Source: an optimization exercise on an open RTL-to-GDS flow (aim: small area, a short achievable clock period and few clock cycles). Production flows keep margins and buffers that such runs may drop.
Only simulation tests tie the RTL to the original design; equivalence was not proved.
Power figures rest on the tool's default switching activity, not on a simulated workload.

== job 1146 ==
## s_expression_tokenizer
module s_expression_tokenizer (
   input  logic        clock,
   input  logic        reset,
   input  logic        req_valid,
   output logic        req_ready,
   input  logic        req_kind,
   input  logic [7:0]  req_byte_req,
   output logic        rsp_valid,
   input  logic        rsp_ready,
   output logic [2:0]  rsp_token,
   output logic [7:0]  rsp_char_out,
   output logic [63:0] rsp_int_value,
   output logic [1:0]  rsp_error_code,
   output logic [5:0]  rsp_level,
   output logic        rsp_last
);
==> flow/config.mk <==
export PLATFORM = sky130hd
export DESIGN_NAME = s_expression_tokenizer
export DESIGN_NICKNAME = s_expression_tokenizer
export VERILOG_FILES = /design/flow/design.v
export SDC_FILE = /design/flow/constraint.sdc
export NUM_CORES = 4
export LEC_CHECK = 0
export CAP_MARGIN = 20
export CORE_MARGIN = 2
export CORE_UTILIZATION = 75
export CTS_BUF_LIST = sky130_fd_sc_hd__clkbuf_4 sky130_fd_sc_hd__clkbuf_8
export GPL_TIMING_DRIVEN = 1
export SETUP_SLACK_MARGIN = 2.0
export SLEW_MARGIN = 20
==> flow/constraint.sdc <==
create_clock -name core_clock -period 5.0 [get_ports {clock}]
set_input_delay 1.0000 -clock core_clock [delete_from_list [all_inputs] [get_ports {clock}]]
set_output_delay 1.0000 -clock core_clock [all_outputs]
set_load 0.01 [all_outputs]
standard.sh (not shown) runs the stock make flow with config.mk's settings and CLKGATE_MAP_FILE= SYNTH_SCRIPT=/design/flow/synth_recipe.tcl, a recipe that flattens the netlist after the stock synthesis.
==> flow/flow/run.sh <==
#!/bin/bash
# The standard layout, with the ports buffered by the smallest plain buffer
# (buf_1) instead of the delay buffer that buffer_ports picks by default.
# Every input and output port still gets its own buffer.
set -euo pipefail
export BUFFER_PORTS_ARGS="-buffer_cell sky130_fd_sc_hd__buf_1"
bash standard.sh > flow_make.log 2>&1
Testbench counts of job 1146, summed over its fixed seeds: cycles 20,739.
diff inputs: job 1146 => job 1661
Settings: CORE_UTILIZATION now 65, was 75; CTS_BUF_LIST no longer set, was sky130_fd_sc_hd__clkbuf_4 sky130_fd_sc_hd__clkbuf_8; GPL_TIMING_DRIVEN no longer set, was 1.
Results
Compared to job 1146, the router laid down less metal wire for job 1661. Setup slack on the worst flop-to-flop path, job 1661 and job 1146, higher one = job 1661. Lower detail-routed via count per cell was reported by job 1661, not job 1146. Job 1661 has shortest clock period the worst path allows after layout below what job 1146 had. When job 1661 is measured against job 1146, its clock share of power turns out 5.4 points higher. On total power per unit cell area, the higher figure sits with job 1661, not job 1146. met3 routing resource usage after global routing is lower on job 1661. Between job 1661 and job 1146, the number of well taps is higher for job 1661. For job 1661, the cell with the largest stage delay on the worst path was sky130_fd_sc_hd__ha_1, unlike job 1146, where it was sky130_fd_sc_hd__dfxtp_2. Job 1146 → job 1661: worst setup slack +130 ps; clock-pin slew on the worst setup and hold paths -40 ps.
Here is what was changed in the inputs of job 5327 compared with job 1661.
Settings: changing SETUP_SLACK_MARGIN from 2.0 to 2.3.
[summary]
- The met1 usage reported for job 5327 is greater than that of job 1661 by 1.6 points.
- Final standard cell area without fillers went up by more than 10% going from job 1661 to job 5327.
- Sum of met2 wire segment lengths after detailed routing, job 1661 and job 5327, lower one = job 1661.
- Diff job 1661 and job 5327: detailed-routing wirelength on met1 higher in job 5327
- Per the comparison of job 5327 with job 1661, worst slew slack as a fraction of its limit -1.4 points; count of vias placed by the detailed router now sits higher.
- Side by side, post-DP HPWL turned out higher in job 5327 than in job 1661.
- Job 5327 against job 1661: time the final worst path needs with I/O delays and setup shows a reduction of 60 ps, standby leakage power rose by about 15%, global-route usage picked up an extra 0.67 points, worst setup slack +60 ps.

--- another note on this design; it stands on its own ---

==> exp/onyx: inputs <==
## s_expression_tokenizer
module s_expression_tokenizer (
   input  logic        clock,
   input  logic        reset,
   input  logic        req_valid,
   output logic        req_ready,
   input  logic        req_kind,
   input  logic [7:0]  req_byte_req,
   output logic        rsp_valid,
   input  logic        rsp_ready,
   output logic [2:0]  rsp_token,
   output logic [7:0]  rsp_char_out,
   output logic [63:0] rsp_int_value,
   output logic [1:0]  rsp_error_code,
   output logic [5:0]  rsp_level,
   output logic        rsp_last
);
make LEC_CHECK=0 CAP_MARGIN=20 CORE_MARGIN=2 CORE_UTILIZATION=40 SETUP_SLACK_MARGIN=2.0 SLEW_MARGIN=20 finish   # period 5.0 ns
run.sh (not shown) runs the stock make flow with config.mk's settings and CLKGATE_MAP_FILE= SYNTH_SCRIPT=/design/flow/synth_recipe.tcl, a recipe that flattens the netlist after the stock synthesis.
==> inputs of exp/garnet, as changes to exp/onyx <==
==> flow/flow/run.sh (new file) <==
#!/bin/bash
# The standard layout, with the ports buffered by the smallest plain buffer
# (buf_1) instead of the delay buffer that buffer_ports picks by default.
# Every input and output port still gets its own buffer.
set -euo pipefail
export BUFFER_PORTS_ARGS="-buffer_cell sky130_fd_sc_hd__buf_1"
bash standard.sh > flow_make.log 2>&1
==> flow/standard.sh (new file) <==
#!/bin/bash
# synth_recipe.tcl (not shown) runs the flow's synth.tcl, then flattens the netlist and writes it again
# the make line also repeats each setting of config.mk as NAME=value (left out here)
make -C /OpenROAD-flow-scripts/flow DESIGN_CONFIG=/design/flow/config.mk WORK_HOME=/design/flow/orfs CLKGATE_MAP_FILE= SYNTH_SCRIPT=/design/flow/synth_recipe.tcl "${@:-finish}"
removed: flow/run.sh
==> qor summary <==
                                                 exp/garnet          exp/onyx
Layout cells sized above 1                            11.5%             13.6%
Maximum clock frequency                           0.326 GHz         0.324 GHz
Cell count after placement                             1235              1234
Core occupancy in the finished layout                 48.3%             52.8%
Met3 Use GR                                           2.69%             2.53%
First-pass DRT Iterations                                 5                 7
Min Clock Period, post-route                        3.07 ns           3.09 ns
Overall routing resource usage                        20.0%             19.8%
Nonclk buf count                                        147               152
Switching power of the nets                         1.03 mW           1.05 mW
Final worst clock skew                           0.00820 ns         0.0144 ns
Number of clock buffer instances in the layout           11                10
Switching Fraction                                    35.6%             35.4%
WHS Path Cells                                            1                 2
Status                     no timing/DRC/antenna violations  no timing/DRC/antenna violations
Comb power frac                                       35.1%             37.9%
Placed inst area                                 8880 sq um        9500 sq um
Period utilisation layout                             61.4%             61.7%
Critical Path Sink                                req_ready  rsp_int_value[2]
Lkg Pwr                                             3.60 nW           4.41 nW
M2 GR Usage                                           31.5%             30.9%
Startpoint of the worst setup timing path       depth_ff[2]         tok_ff[0]
Fillers                                                1977              1805
Testbench counts of exp/onyx, summed over its fixed seeds: cycles 20,739.
Testbench counts of exp/garnet, summed over its fixed seeds: cycles 20,739.

## afterwards: timing with drivers on the ports
Ports are ideal in the flow. The routed layouts listed here were re-timed in OpenROAD.
Step 1 sets driving cells, clkbuf_16 on the clock port and buf_2 on the other inputs (assumed; they add their load-dependent delay and slew).
Step 2, shift: input delay + t, output delay - t, t = (earliest + latest rising clock arrival at the registers) / 2. This alone moves slack from input paths to output paths.
Three values: no drivers, after step 1, after step 2; two values: the first two.
| run | t (ns) | setup WS [ns] | hold slack, ns | worst setup path at the end | slew at the worst register clock pin (ns) |
|---|---|---|---|---|---|
| job 1146 | 0.425 | 1.746 / 1.746 / 1.725 | 0.519 / 0.519 / 0.519 | input to register | 0.11 / 0.11 |
| job 1661 | 0.400 | 1.877 / 1.877 / 1.877 | 0.502 / 0.502 / 0.502 | register to register | 0.07 / 0.07 |
| job 5327 | 0.395 | 1.937 / 1.937 / 1.937 | 0.506 / 0.506 / 0.506 | register to register | 0.07 / 0.07 |
| exp/onyx | 0.393 | 1.915 / 1.870 / 1.857 | 0.602 / 0.602 / 0.602 | input to register | 0.08 / 0.08 |
| exp/garnet | 0.397 | 1.930 / 1.883 / 1.954 | 0.585 / 0.585 / 0.585 | register to register | 0.07 / 0.07 |
After both steps every run listed still meets setup and hold. The setup slack of exp/onyx, which loses most, moves by -0.045 ns with the drivers and by -0.058 ns with both steps.
